What follows belongs to an exercise in optimizing a design on an open flow for small area and a short achievable clock period; a production flow would make more cautious choices.
Power and IR drop assume default switching activity.

== the baseline ==
==> flow/design.v <==
module alu_issue #(
  parameter int IMEM_DEPTH  = 64,
  parameter int PC_W        = 6,
  parameter int HOLD_CYCLES = 4
) (
  input  logic            clk,
  input  logic            rst_n,
  input  logic            start,
  input  logic            prog_we,
  input  logic [PC_W-1:0] prog_addr,
  input  logic [28:0]     prog_data,
  input  logic            ovf_in,
  output logic [28:0]     inst,
  output logic            inst_valid,
  output logic [PC_W-1:0] pc,
  output logic            busy,
  output logic            done,
  output logic [15:0]     issue_cnt,
  output logic [7:0]      ovf_cnt
);
  localparam int HC_W = (HOLD_CYCLES > 1) ? $clog2(HOLD_CYCLES) : 1;
  logic [28:0]     imem [IMEM_DEPTH];
  logic            fetch_q, hold_q, busy_q, ready_q, done_q;
  logic [HC_W-1:0] hold_cnt;
  logic            nop_active;
  logic [PC_W-1:0] pc_nx;         
  logic [28:0]     pf;            
  logic            pf_halt;       
  logic            pf_rep;        
  logic [IMEM_DEPTH-1:0] rd_sel;
  logic [28:0]     rd_word;
  logic [28:0]     w0_nx;
  logic            wr, launch, last_hold, end_real, end_nop, at_end, stop, issue_go;
  logic            ovf_stop;
  assign busy = busy_q;
  assign done = done_q;
  assign wr        = prog_we && ready_q;
  assign launch    = start && ready_q;
  assign last_hold = hold_q && (hold_cnt == HC_W'(HOLD_CYCLES - 1));
  assign end_real  = last_hold && !nop_active;
  assign end_nop   = last_hold && nop_active;
  assign at_end    = (pc == PC_W'(IMEM_DEPTH - 1));
  assign issue_go  = fetch_q && !pf_halt;
  assign ovf_stop = 1'b0;
  assign stop = at_end || ovf_stop;
  always_ff @(posedge clk) begin
    if (wr) imem[prog_addr] <= prog_data;
  end
  always_ff @(posedge clk) begin
    for (int i = 0; i < IMEM_DEPTH; i++) rd_sel[i] <= (pc_nx == PC_W'(i));
  end
  always_comb begin
    rd_word = '0;
    for (int i = 0; i < IMEM_DEPTH; i++)
      rd_word = rd_word | ({29{rd_sel[i]}} & imem[i]);
  end
  assign w0_nx   = (wr && prog_addr == '0) ? prog_data : imem[0];
  always_ff @(posedge clk) begin
    if (ready_q) pf <= w0_nx;
    else if (hold_q && !nop_active) pf <= rd_word;
  end
  assign pf_halt = (pf[28:24] == 5'h1F);
  assign pf_rep  = (pf == inst);
  always_ff @(posedge clk or negedge rst_n) begin
    if (!rst_n) begin
      fetch_q <= 1'b0;
      hold_q  <= 1'b0;
      busy_q  <= 1'b0;
      ready_q <= 1'b1;
      done_q  <= 1'b0;
    end else begin
      fetch_q <= launch || (end_real && !stop);
      hold_q  <= issue_go || (hold_q && !end_real);
      busy_q  <= launch || (end_real && !stop) || issue_go || (hold_q && !end_real);
      ready_q <= !(launch || (end_real && !stop) || issue_go || (hold_q && !end_real));
      done_q  <= (done_q && !start) || (fetch_q && pf_halt) || (end_real && stop);
    end
  end
  always_ff @(posedge clk or negedge rst_n) begin
    if (!rst_n) begin
      inst       <= '0;
      inst_valid <= 1'b0;
      pc         <= '0;
      pc_nx      <= PC_W'(1);
      issue_cnt  <= '0;
      ovf_cnt    <= '0;
      hold_cnt   <= '0;
      nop_active <= 1'b0;
    end else begin
      if (launch) begin
        pc        <= '0;
        pc_nx     <= PC_W'(1);
        issue_cnt <= '0;
        ovf_cnt   <= '0;
      end
      if (issue_go) begin
        inst       <= pf_rep ? 29'h0 : pf;
        inst_valid <= !pf_rep;
        nop_active <= pf_rep;
        if (!pf_rep) issue_cnt <= issue_cnt + 16'd1;
      end
      if (hold_q) hold_cnt <= (hold_cnt == HC_W'(HOLD_CYCLES - 1)) ? '0 : hold_cnt + HC_W'(1);
      if (end_nop) begin
        inst       <= pf;
        inst_valid <= 1'b1;
        nop_active <= 1'b0;
        issue_cnt  <= issue_cnt + 16'd1;
      end
      if (end_real) begin
        inst_valid <= 1'b0;
        if (ovf_in && ovf_cnt != 8'hFF) ovf_cnt <= ovf_cnt + 8'd1;
        if (!stop) begin
          pc    <= pc + PC_W'(1);
          pc_nx <= pc_nx + PC_W'(1);
        end
      end
    end
  end
endmodule
export LEC_CHECK = 0
export CAP_MARGIN = 20
export CORE_MARGIN = 2
export CORE_UTILIZATION = 40
export SETUP_SLACK_MARGIN = 3.0
export SLEW_MARGIN = 20
create_clock -name core_clock -period 5.5 [get_ports {clk}]
run.sh (not shown) runs the stock make flow with config.mk's settings and CLKGATE_MAP_FILE= SYNTH_SCRIPT=/design/flow/synth_recipe.tcl, a recipe that flattens the netlist after the stock synthesis.
The baseline finished every step from synthesis to the final layout, and the layout passed the timing, DRC and antenna checks.
## Diff of input files: the candidate against the baseline
==> flow/design.v <==
module alu_issue #(
  parameter int IMEM_DEPTH  = 64,
  parameter int PC_W        = 6,
  parameter int HOLD_CYCLES = 4
) (
  input  logic            clk,
  input  logic            rst_n,
  input  logic            start,
  input  logic            prog_we,
  input  logic [PC_W-1:0] prog_addr,
  input  logic [28:0]     prog_data,
  input  logic            ovf_in,
  output logic [28:0]     inst,
  output logic            inst_valid,
  output logic [PC_W-1:0] pc,
  output logic            busy,
  output logic            done,
  output logic [15:0]     issue_cnt,
  output logic [7:0]      ovf_cnt
);
  localparam int HC_W = (HOLD_CYCLES > 1) ? $clog2(HOLD_CYCLES) : 1;
  logic [28:0]     imem [IMEM_DEPTH];
  logic            fetch_q, hold_q, busy_q, done_q;
  logic [HC_W-1:0] hold_cnt;
  logic            nop_active;
  logic [PC_W-1:0] pc_nx;         
  logic [28:0]     pf;            
  logic            pf_halt;       
  logic            pf_rep;        
  logic [IMEM_DEPTH-1:0] rd_sel;
  logic [28:0]     rd_word;
  logic [28:0]     w0_nx;
  logic            wr, launch, last_hold, end_real, end_nop, at_end, stop, issue_go;
  logic            ovf_stop;
  assign busy = busy_q;
  assign done = done_q;
  assign wr        = prog_we && !busy_q;
  assign launch    = start && !busy_q;
  assign last_hold = hold_q && (hold_cnt == HC_W'(HOLD_CYCLES - 1));
  assign end_real  = last_hold && !nop_active;
  assign end_nop   = last_hold && nop_active;
  assign at_end    = (pc == PC_W'(IMEM_DEPTH - 1));
  assign issue_go  = fetch_q && !pf_halt;
  assign ovf_stop = 1'b0;
  assign stop = at_end || ovf_stop;
  always_ff @(posedge clk) begin
    if (wr) imem[prog_addr] <= prog_data;
  end
  always_ff @(posedge clk) begin
    for (int i = 0; i < IMEM_DEPTH; i++) rd_sel[i] <= (pc_nx == PC_W'(i));
  end
  always_comb begin
    rd_word = '0;
    for (int i = 0; i < IMEM_DEPTH; i++)
      rd_word = rd_word | ({29{rd_sel[i]}} & imem[i]);
  end
  assign w0_nx   = (wr && prog_addr == '0) ? prog_data : imem[0];
  always_ff @(posedge clk) begin
    if (!busy_q) begin
      pf      <= w0_nx;
      pf_halt <= (w0_nx[28:24] == 5'h1F);
      pf_rep  <= (w0_nx == inst);
    end else begin
      if (hold_q && !nop_active && !last_hold) pf <= rd_word;
      pf_halt <= (pf[28:24] == 5'h1F);
      pf_rep  <= (pf == inst);
    end
  end
  always_ff @(posedge clk or negedge rst_n) begin
    if (!rst_n) begin
      fetch_q <= 1'b0;
      hold_q  <= 1'b0;
      busy_q  <= 1'b0;
      done_q  <= 1'b0;
    end else begin
      fetch_q <= launch || (end_real && !stop);
      hold_q  <= issue_go || (hold_q && !end_real);
      busy_q  <= launch || (end_real && !stop) || issue_go || (hold_q && !end_real);
      done_q  <= (done_q && !start) || (fetch_q && pf_halt) || (end_real && stop);
    end
  end
  always_ff @(posedge clk or negedge rst_n) begin
    if (!rst_n) begin
      inst       <= '0;
      inst_valid <= 1'b0;
      pc         <= '0;
      pc_nx      <= PC_W'(1);
      issue_cnt  <= '0;
      ovf_cnt    <= '0;
      hold_cnt   <= '0;
      nop_active <= 1'b0;
    end else begin
      if (launch) begin
        pc        <= '0;
        pc_nx     <= PC_W'(1);
        issue_cnt <= '0;
        ovf_cnt   <= '0;
      end
      if (issue_go) begin
        inst       <= pf_rep ? 29'h0 : pf;
        inst_valid <= !pf_rep;
        nop_active <= pf_rep;
        if (!pf_rep) issue_cnt <= issue_cnt + 16'd1;
      end
      if (hold_q) hold_cnt <= (hold_cnt == HC_W'(HOLD_CYCLES - 1)) ? '0 : hold_cnt + HC_W'(1);
      if (end_nop) begin
        inst       <= pf;
        inst_valid <= 1'b1;
        nop_active <= 1'b0;
        issue_cnt  <= issue_cnt + 16'd1;
      end
      if (end_real) begin
        inst_valid <= 1'b0;
        if (ovf_in && ovf_cnt != 8'hFF) ovf_cnt <= ovf_cnt + 8'd1;
        if (!stop) begin
          pc    <= pc + PC_W'(1);
          pc_nx <= pc_nx + PC_W'(1);
        end
      end
    end
  end
endmodule
==> summary.txt <==
The candidate vs the baseline on global-route wire length before repair: the candidate is the higher one.
Diff the baseline -> the candidate: combinational fraction of design power climbed 3.8 points, met3 routed wirelength climbed about 14%, antenna diode instance count climbed 10, sum of routed wire length over all layers climbed 7.3%.
The candidate completed; timing, DRC and antenna clean
The run with more setup slack is the baseline; the candidate has less.
Comparing fraction of final layout cells sized beyond drive strength 1 for the baseline and the candidate, the bigger number came from the candidate.
Highest ir drop seen on vdd, the baseline and the candidate, lower one = the baseline.
When the final numbers for the baseline and the candidate were put side by side, the total routing usage reported by global routing turned out to be smaller in the baseline.
Compared with the baseline, in the candidate gate count of the mapped netlist went up by 1.2%, number of sequential cells in the layout was more or less identical.
No functional check of the RTL was part of any run of this note.

## static timing again, ports no longer ideal
The flow's constraints put no driver on any port. The routed layouts listed below were extracted and timed again, unchanged, in two steps. Step 1 sets driving cells, clkbuf_16 on the clock port and buf_2 on the other inputs (assumed; they add their load-dependent delay and slew). Step 2 also shifts input and output timing later by t, the mid clock arrival at the registers, as if the neighbouring blocks saw the same clock. Three values: no drivers, after step 1, after step 2; two values: the first two.
run	t (ns)	setup slack, ns	worst setup path at the end	clock arrival spread, ns	pins driven straight from the clock port
the baseline	0.936	2.879 / 2.879 / 2.125	input to register	0.037 / 0.036	1
the candidate	0.926	2.638 / 2.556 / 1.775	input to register	0.048 / 0.048	1
After both steps every run listed still meets setup and hold. For the candidate, which loses most, drivers alone change the setup slack by -0.082 ns; drivers and shift together by -0.863 ns.
